Context: an optimization exercise on an open-source flow, tuned for small area, a short achievable clock period and few clock cycles per item. The choices shown serve that exercise and are no tape-out recipe. Only simulation tests tie the RTL to the original design; equivalence was not proved. Power figures rest on the tool's default switching activity, not on a simulated workload.

## v2
## set_intersection_dedup
module set_intersection_dedup (
  input  logic        clk,
  input  logic        rst,
  input  logic        start,
  output logic        busy,
  input  logic [1:0]  opcode,
  input  logic signed [31:0] value,
  output logic        strobe,
  output logic signed [31:0] common_value,
  output logic        last,
  output logic        none_found,
  output logic        overflow
);
Size: about 7600 cells after synthesis, ~2600 flip-flops, roughly 110000 µm² of cells after synthesis.
==> flow/config.mk <==
export PLATFORM = sky130hd
export DESIGN_NAME = set_intersection_dedup
export DESIGN_NICKNAME = set_intersection_dedup
export VERILOG_FILES = /design/flow/design.v
export SDC_FILE = /design/flow/constraint.sdc
export NUM_CORES = 4
export LEC_CHECK = 0
export CAP_MARGIN = 20
export CORE_MARGIN = 2
export CORE_UTILIZATION = 40
export SETUP_SLACK_MARGIN = 2.6
export SLEW_MARGIN = 20
==> flow/constraint.sdc <==
create_clock -name core_clock -period 5.0 [get_ports {clk}]
set_input_delay 1.0000 -clock core_clock [delete_from_list [all_inputs] [get_ports {clk}]]
set_output_delay 1.0000 -clock core_clock [all_outputs]
set_load 0.01 [all_outputs]
run.sh (not shown) runs the stock make flow with config.mk's settings and CLKGATE_MAP_FILE= SYNTH_SCRIPT=/design/flow/synth_recipe.tcl, a recipe that flattens the netlist after the stock synthesis.
v2 did not stop at any stage, and its layout met the timing, design-rule and antenna checks.
Testbench counts of v2, summed over its fixed seeds: cycles 9,133, runs 256.
The inputs of v14 differ from those of v2 as listed below.
Settings: an added CTS_CLUSTER_SIZE of 20; an added CTS_CLUSTER_DIAMETER of 60.
Findings:
- Taking v2 as the reference point, the total vias in the final route of v14 falls by 424.
- Changes observed in v14 relative to v2: worst-case setup margin in the final layout fell by 0.11 ns; total met3 wirelength after detailed routing rose by about 3%; via count of the first global-routing pass fell by 832; maximum clock rate fell by about 4.4%.
- | power | v14 vs v2 | about 8% lower |
- Diff v2 -> v14: cell area -about 2%, number of vias per cell after detailed routing saw an increase, final clock period utilization by the worst path rose by 2.3 points.
- Looking only at initial antenna violation count, and setting everything else aside, the lower value of v2 and v14 goes to v14.
- Looking at cell count across v2 and v14, the one that comes out higher is v2.
> inputs changed (v14 -> v26)
Settings: SLEW_MARGIN now 40, was 20.
==> flow/flow/run.sh (new file) <==
#!/bin/bash
# Standard layout; clock tree synthesis gets the sink clustering of config.mk
# (20 sinks, 60 um) and is told not to add dummy loads.
set -o pipefail
export CTS_ARGS="-sink_clustering_enable -repair_clock_nets -sink_clustering_size 20 -sink_clustering_max_diameter 60 -dont_use_dummy_load"
bash standard.sh > standard.log 2>&1
==> flow/standard.sh (new file) <==
#!/bin/bash
# synth_recipe.tcl (not shown) runs the flow's synth.tcl, then flattens the netlist and writes it again
# the make line also repeats each setting of config.mk as NAME=value (left out here)
make -C /OpenROAD-flow-scripts/flow DESIGN_CONFIG=/design/flow/config.mk WORK_HOME=/design/flow/orfs CLKGATE_MAP_FILE= SYNTH_SCRIPT=/design/flow/synth_recipe.tcl "${@:-finish}"
removed: flow/run.sh
[summary]
- Sequential cell count came out exactly the same in v26 and v14.
- Comparing the two runs side by side, v26 comes out ahead of v14 on setup slack.
- Against v14, v26 reports a clock buffer count that is lower.
- Relative to v14, worst hold slack has increased by 0.0061 ns in v26.
- Going from v14 to v26, routed wire length went down; share of the core filled with cells in the final layout decreased by 0.67 points relative to the old numbers; total number of cells along the worst setup path went down by 1; total grt overflow roughly the same; time the worst path needs with I/O delays and setup dropped 0.084 ns.
- On met2 layer wire length in the routed design: between v26 and v14, it ends up lower for v26.
Relative to v26, the following input files were edited for v36:
Settings: CTS_CLUSTER_DIAMETER removed (was 60); SLEW_MARGIN changed from 40 to 20; CTS_CLUSTER_SIZE removed (was 20).
==> flow/flow/run.sh <==
#!/bin/bash
# Standard layout, with clock tree synthesis told not to add dummy loads.
set -o pipefail
export CTS_ARGS="-sink_clustering_enable -repair_clock_nets -dont_use_dummy_load"
bash standard.sh > standard.log 2>&1
Findings:
Min via count across v36 and v26: v26
Of v36 and v26, the lower register-to-register slack belongs to v36.
Against v26, v36 comes in 0.98% higher on average detailed-routed wire length per instance.

---

## job 7130
The RTL this note starts from:
==> flow/design.v <==
module set_intersection_dedup (
  input  logic        clk,
  input  logic        rst,
  input  logic        start,
  output logic        busy,
  input  logic [1:0]  opcode,
  input  logic signed [31:0] value,
  output logic        strobe,
  output logic signed [31:0] common_value,
  output logic        last,
  output logic        none_found,
  output logic        overflow
);
  localparam int N = 32;
  localparam int W = 32;
  logic         v1;
  logic [1:0]   op1;
  logic [W-1:0] val1;
  logic [W-1:0] val1s;       
  logic         s2_first;    
  logic         s2_second;   
  logic         s2_comp;     
  logic         s2_fk;       
  logic         s2_sk;       
  logic [W-1:0] val2;
  localparam int G  = 4;      
  localparam int GW = 32 / G;
  logic [G-1:0][N-1:0] fm2;   
  logic [G-1:0][N-1:0] sm2;   
  logic         eq2;         
  logic         y_newf;      
  logic         y_ins;       
  logic         y_news;      
  logic         y_comp;      
  logic [W-1:0] fmem [N];
  logic [W-1:0] smem [N];
  logic [N-1:0] fvalid;      
  logic [N-1:0] svalid;      
  logic [N-1:0] fhit;
  logic [5:0]   fcount;      
  logic [5:0]   hitcnt;      
  logic         hitinc;      
  logic         dropped;
  logic [N-1:0] rest;        
  logic [N-1:0] sel;         
  logic [5:0]   rem;
  logic         e_none;
  logic         e_ovf;
  logic         r_strobe;
  logic [W-1:0] r_value;
  logic         r_last;
  logic         r_none;
  logic         r_ovf;
  logic take;
  assign take = start && !busy;
  logic [G-1:0][N-1:0] fm1;
  logic [G-1:0][N-1:0] sm1;
  always_comb begin
    for (int i = 0; i < N; i++) begin
      for (int g = 0; g < G; g++) begin
        fm1[g][i] = (fmem[i][g*GW +: GW] == val1[g*GW +: GW]);
        sm1[g][i] = (smem[i][g*GW +: GW] == val1s[g*GW +: GW]);
      end
      fm1[0][i] = fm1[0][i] && fval[i];
      sm1[0][i] = sm1[0][i] && svalid[i];
    end
  end
  logic [N-1:0] fm2a, sm2a;   
  always_comb begin
    fm2a = fm2[0];
    sm2a = sm2[0];
    for (int g = 1; g < G; g++) begin
      fm2a = fm2a & fm2[g];
      sm2a = sm2a & sm2[g];
    end
  end
  logic is_first, is_second, is_comp;
  logic ffull, sfull;
  assign is_first  = s2_first;
  assign is_second = s2_second;
  assign is_comp   = s2_comp;
  assign ffull     = fcount[5];
  assign sfull     = svalid[N-1];
  logic [N-1:0] fptr;        
  logic [N-1:0] ftop;        
  logic [N-1:0] fval;        
  assign ftop = fptr & {N{y_newf}};
  assign fval = fvalid | ftop;
  logic [N-1:0] fhit_eff;
  assign fhit_eff = fhit | (ftop & {N{y_ins}});
  logic [N-1:0] fmx;
  logic         dup, in_s, new_hit;
  assign fmx     = y_comp ? '0 : (fm2a | (ftop & {N{eq2}}));
  assign dup     = |fmx;
  assign in_s    = !y_comp && ((|sm2a) || (eq2 && y_news));
  assign new_hit = |(fmx & ~fhit_eff);
  logic add_f, add_s;
  assign add_f = s2_fk && !dup;
  assign add_s = s2_sk;
  logic ffull_nxt, sfull_nxt;
  assign ffull_nxt = !is_comp && (ffull || (s2_fk && (fcount == 6'd31)));
  assign sfull_nxt = !is_comp && (sfull || (s2_sk && svalid[N-2]));
  logic [N-1:0] fslot, sslot;
  assign fslot = y_newf ? {fptr[N-2:0], 1'b0} : fptr;
  assign sslot = svalid ^ {svalid[N-2:0], 1'b1};
  always_ff @(posedge clk) begin
    for (int i = 0; i < N; i++) begin
      if (is_first && fslot[i])  fmem[i] <= val2;
      if (is_second && sslot[i]) smem[i] <= val2;
    end
  end
  always_ff @(posedge clk) begin
    for (int i = 0; i < N; i++) begin
      if (is_first && fslot[i])
        fhit[i] <= 1'b0;
      else
        fhit[i] <= fhit_eff[i] || (add_s && fmx[i]);
    end
  end
  localparam int LG = $clog2(N);
  logic [N-1:0] hv;                    
  logic [N-1:0] pa [LG+1];             
  logic [N-1:0] pb [LG+1];             
  always_comb begin
    pa[0] = hv;
    pb[0] = rest;
    for (int k = 0; k < LG; k++) begin
      for (int i = 0; i < N; i++) begin
        pa[k+1][i] = (i >= (1 << k)) ? (pa[k][i] | pa[k][i - (1 << k)]) : pa[k][i];
        pb[k+1][i] = (i >= (1 << k)) ? (pb[k][i] | pb[k][i - (1 << k)]) : pb[k][i];
      end
    end
  end
  assign hv = fvalid & fhit;
  logic [N-1:0] below_a, below_b;      
  assign below_a = {pa[LG][N-2:0], 1'b0};
  assign below_b = {pb[LG][N-2:0], 1'b0};
  logic         any_a;
  logic [N-1:0] tail_new;
  assign any_a    = (hitcnt != 6'd0) || (hitinc && !y_ins);
  assign tail_new = ftop & {N{y_ins}};
  logic [W-1:0] sel_val;
  always_comb begin
    sel_val = '0;
    for (int i = 0; i < N; i++)
      sel_val = sel_val | (fmem[i] & {W{sel[i]}});
  end
  logic [5:0] rem_nxt, hits;
  assign hits = hitcnt + {5'd0, hitinc};
  always_comb begin
    if (is_comp)
      rem_nxt = (hits == 6'd0) ? 6'd1 : hits;
    else if (rem != 6'd0)
      rem_nxt = rem - 6'd1;
    else
      rem_nxt = 6'd0;
  end
  logic adv1, c1_stay, c2_nxt, c1_nxt;
  assign adv1    = (op1 != 2'd2) || (rem_nxt[5:1] == 5'd0);
  assign c1_stay = v1 && (op1 == 2'd2) && !adv1;
  assign c2_nxt  = v1 && (op1 == 2'd2) && adv1;
  assign c1_nxt  = take ? (opcode == 2'd2) : c1_stay;
  always_ff @(posedge clk) begin
    val1 <= value;
    if (take) val1s <= value;
    if (take) op1 <= opcode;
    val2 <= val1;
    fm2  <= fm1;
    sm2  <= sm1;
    eq2  <= (val1 == val2);
    if (rst) begin
      v1      <= 1'b0;
      s2_first  <= 1'b0;
      s2_second <= 1'b0;
      s2_comp   <= 1'b0;
      s2_fk     <= 1'b0;
      s2_sk     <= 1'b0;
      busy    <= 1'b0;
      y_newf  <= 1'b0;
      y_ins   <= 1'b0;
      y_news  <= 1'b0;
      y_comp  <= 1'b0;
      fvalid  <= '0;
      fptr    <= N'(1);
      svalid  <= '0;
      fcount  <= '0;
      hitcnt  <= '0;
      hitinc  <= 1'b0;
      dropped <= 1'b0;
      rest    <= '0;
      sel     <= '0;
      rem     <= '0;
      r_strobe <= 1'b0;
      strobe   <= 1'b0;
    end else begin
      v1     <= take ? (opcode != 2'd3) : c1_stay;
      s2_first  <= v1 && adv1 && (op1 == 2'd0);
      s2_second <= v1 && adv1 && (op1 == 2'd1);
      s2_comp   <= v1 && adv1 && (op1 == 2'd2);
      s2_fk     <= v1 && adv1 && (op1 == 2'd0) && !ffull_nxt;
      s2_sk     <= v1 && adv1 && (op1 == 2'd1) && !sfull_nxt;
      busy   <= c1_nxt && (c2_nxt || (rem_nxt > 6'd2));
      y_newf <= add_f;
      y_ins  <= add_f && in_s;
      y_news <= add_s;
      y_comp <= is_comp;
      rem    <= rem_nxt;
      r_strobe <= (rem != 6'd0);
      strobe   <= r_strobe;
      if (is_comp) begin
        fvalid  <= '0;
        fptr    <= N'(1);
        svalid  <= '0;
        fcount  <= '0;
        hitcnt  <= '0;
        hitinc  <= 1'b0;
        dropped <= 1'b0;
        sel     <= any_a ? (hv & ~below_a) : tail_new;
        rest    <= any_a ? ((hv & below_a) | tail_new) : '0;
      end else begin
        sel     <= rest & ~below_b;
        rest    <= rest & below_b;
        hitcnt  <= hits;
        hitinc  <= (add_f && in_s) || (add_s && new_hit);
        if ((is_first && !s2_fk) || (is_second && !s2_sk)) dropped <= 1'b1;
        if (s2_fk) fcount <= fcount + 6'd1;
        fvalid <= fval;
        if (y_newf) fptr <= {fptr[N-2:0], 1'b0};
        if (add_s) svalid <= {svalid[N-2:0], 1'b1};
      end
    end
  end
  always_ff @(posedge clk) begin
    if (is_comp) begin
      e_none <= (hits == 6'd0);
      e_ovf  <= dropped;
    end
    r_value      <= e_none ? '0 : sel_val;
    r_last       <= (rem == 6'd1);
    r_none       <= e_none;
    r_ovf        <= e_ovf;
    common_value <= r_value;
    last         <= r_last;
    none_found   <= r_none;
    overflow     <= r_ovf;
  end
endmodule
export LEC_CHECK = 0
export CAP_MARGIN = 20
export CORE_MARGIN = 2
export CORE_UTILIZATION = 40
export CTS_CLUSTER_DIAMETER = 60
export CTS_CLUSTER_SIZE = 20
export SETUP_SLACK_MARGIN = 2.45
export SLEW_MARGIN = 20
create_clock -name core_clock -period 5.0 [get_ports {clk}]
Stock flow here: none of the scripts above is used.
Job 7130: no failed stages, no open violations at the end
Testbench counts of job 7130, summed over its fixed seeds: cycles 9,141, runs 256.
Inputs modified between job 7130 and job 4313:
# job 7130
export LEC_CHECK = 0
export CAP_MARGIN = 20
export CORE_MARGIN = 2
export CORE_UTILIZATION = 40
export CTS_CLUSTER_DIAMETER = 60
export CTS_CLUSTER_SIZE = 20
export SETUP_SLACK_MARGIN = 2.45
export SLEW_MARGIN = 20
create_clock -name core_clock -period 5.0 [get_ports {clk}]
# job 4313
export LEC_CHECK = 0
export CAP_MARGIN = 20
export CORE_MARGIN = 2
export CORE_UTILIZATION = 40
export CTS_CLUSTER_DIAMETER = 60
export CTS_CLUSTER_SIZE = 20
export SETUP_SLACK_MARGIN = 2.6
export SLEW_MARGIN = 20
create_clock -name core_clock -period 5.0 [get_ports {clk}]
Findings:
Between job 7130 and job 4313, the routed via count does not differ in any meaningful way.
Taking job 7130 as the reference, in job 4313 worst-path maximum fanout went down by 2; final cell area excluding filler cells went up by 0.55%; sequential cell count was more or less identical.
Summary of job 4313 over job 7130: clock network power consumption rose about 3%, non-clock buffer count rose about 4.3%, cell leakage power rose about 0.8%.
For the first-pass GRT wire length, job 4313 came in 2100 um lower than job 7130 did.
From job 7130 to job 4313 the numbers moved as follows: largest net degree at the start of global routing has increased, detailed-routing wirelength on met1 has decreased, maximum frequency has decreased.
Here is what was changed in the inputs of job 1377 compared with job 4313.
==> flow/flow/run.sh (new file) <==
#!/bin/bash
# Standard layout, with clock tree synthesis told not to add dummy loads.
set -o pipefail
export CTS_ARGS="-sink_clustering_enable -repair_clock_nets -sink_clustering_size 20 -sink_clustering_max_diameter 60 -dont_use_dummy_load"
bash standard.sh > standard.log 2>&1
==> flow/standard.sh (new file) <==
#!/bin/bash
# synth_recipe.tcl (not shown) runs the flow's synth.tcl, then flattens the netlist and writes it again
# the make line also repeats each setting of config.mk as NAME=value (left out here)
make -C /OpenROAD-flow-scripts/flow DESIGN_CONFIG=/design/flow/config.mk WORK_HOME=/design/flow/orfs CLKGATE_MAP_FILE= SYNTH_SCRIPT=/design/flow/synth_recipe.tcl "${@:-finish}"
removed: flow/run.sh
## What came out
In summary, job 1377 completed successfully, with a layout that passed the timing, design-rule and antenna checks. Clock share of power (job 1377 over job 4313): decrease, 4.2 points. The final wirelength of job 1377 was superior to that of job 4313. | critical path required time | job 4313 vs job 1377 | ≈ equal |. As far as cell count after synthesis goes, job 4313 and job 1377 are indistinguishable; the numbers are identical. Total power (job 1377 over job 4313): decrease, 2.9 mW.

==> port drivers added, routing unchanged <==
The flow's constraints put no driver on any port. The routed layouts listed below were extracted and timed again, unchanged, in two steps.
Step 1, drivers: a clkbuf_16 drives clk and a buf_2 each remaining input, both assumed.
Step 2 also shifts input and output timing later by t, the mid clock arrival at the registers, as if the neighbouring blocks saw the same clock.
Slacks: ideal ports / drivers / drivers and shift; pairs: ideal ports / drivers.
run	shift t [ns]	setup slack, ns	worst slew at a driven data input, ns
v2	0.996	2.522 / 2.468 / 1.902	0.12
v14	0.982	2.409 / 2.409 / 1.931	0.13
v26	0.957	2.492 / 2.492 / 1.937	0.11
v36	0.972	2.439 / 2.439 / 1.875	0.13
job 7130	0.979	2.359 / 2.359 / 1.864	0.14
job 4313	0.999	2.312 / 2.312 / 1.791	0.20
job 1377	0.966	2.368 / 2.368 / 1.914	0.19
After both steps setup and hold are still met in every run listed. For v2, which loses most, drivers alone change the setup slack by -0.054 ns; drivers and shift together by -0.620 ns.
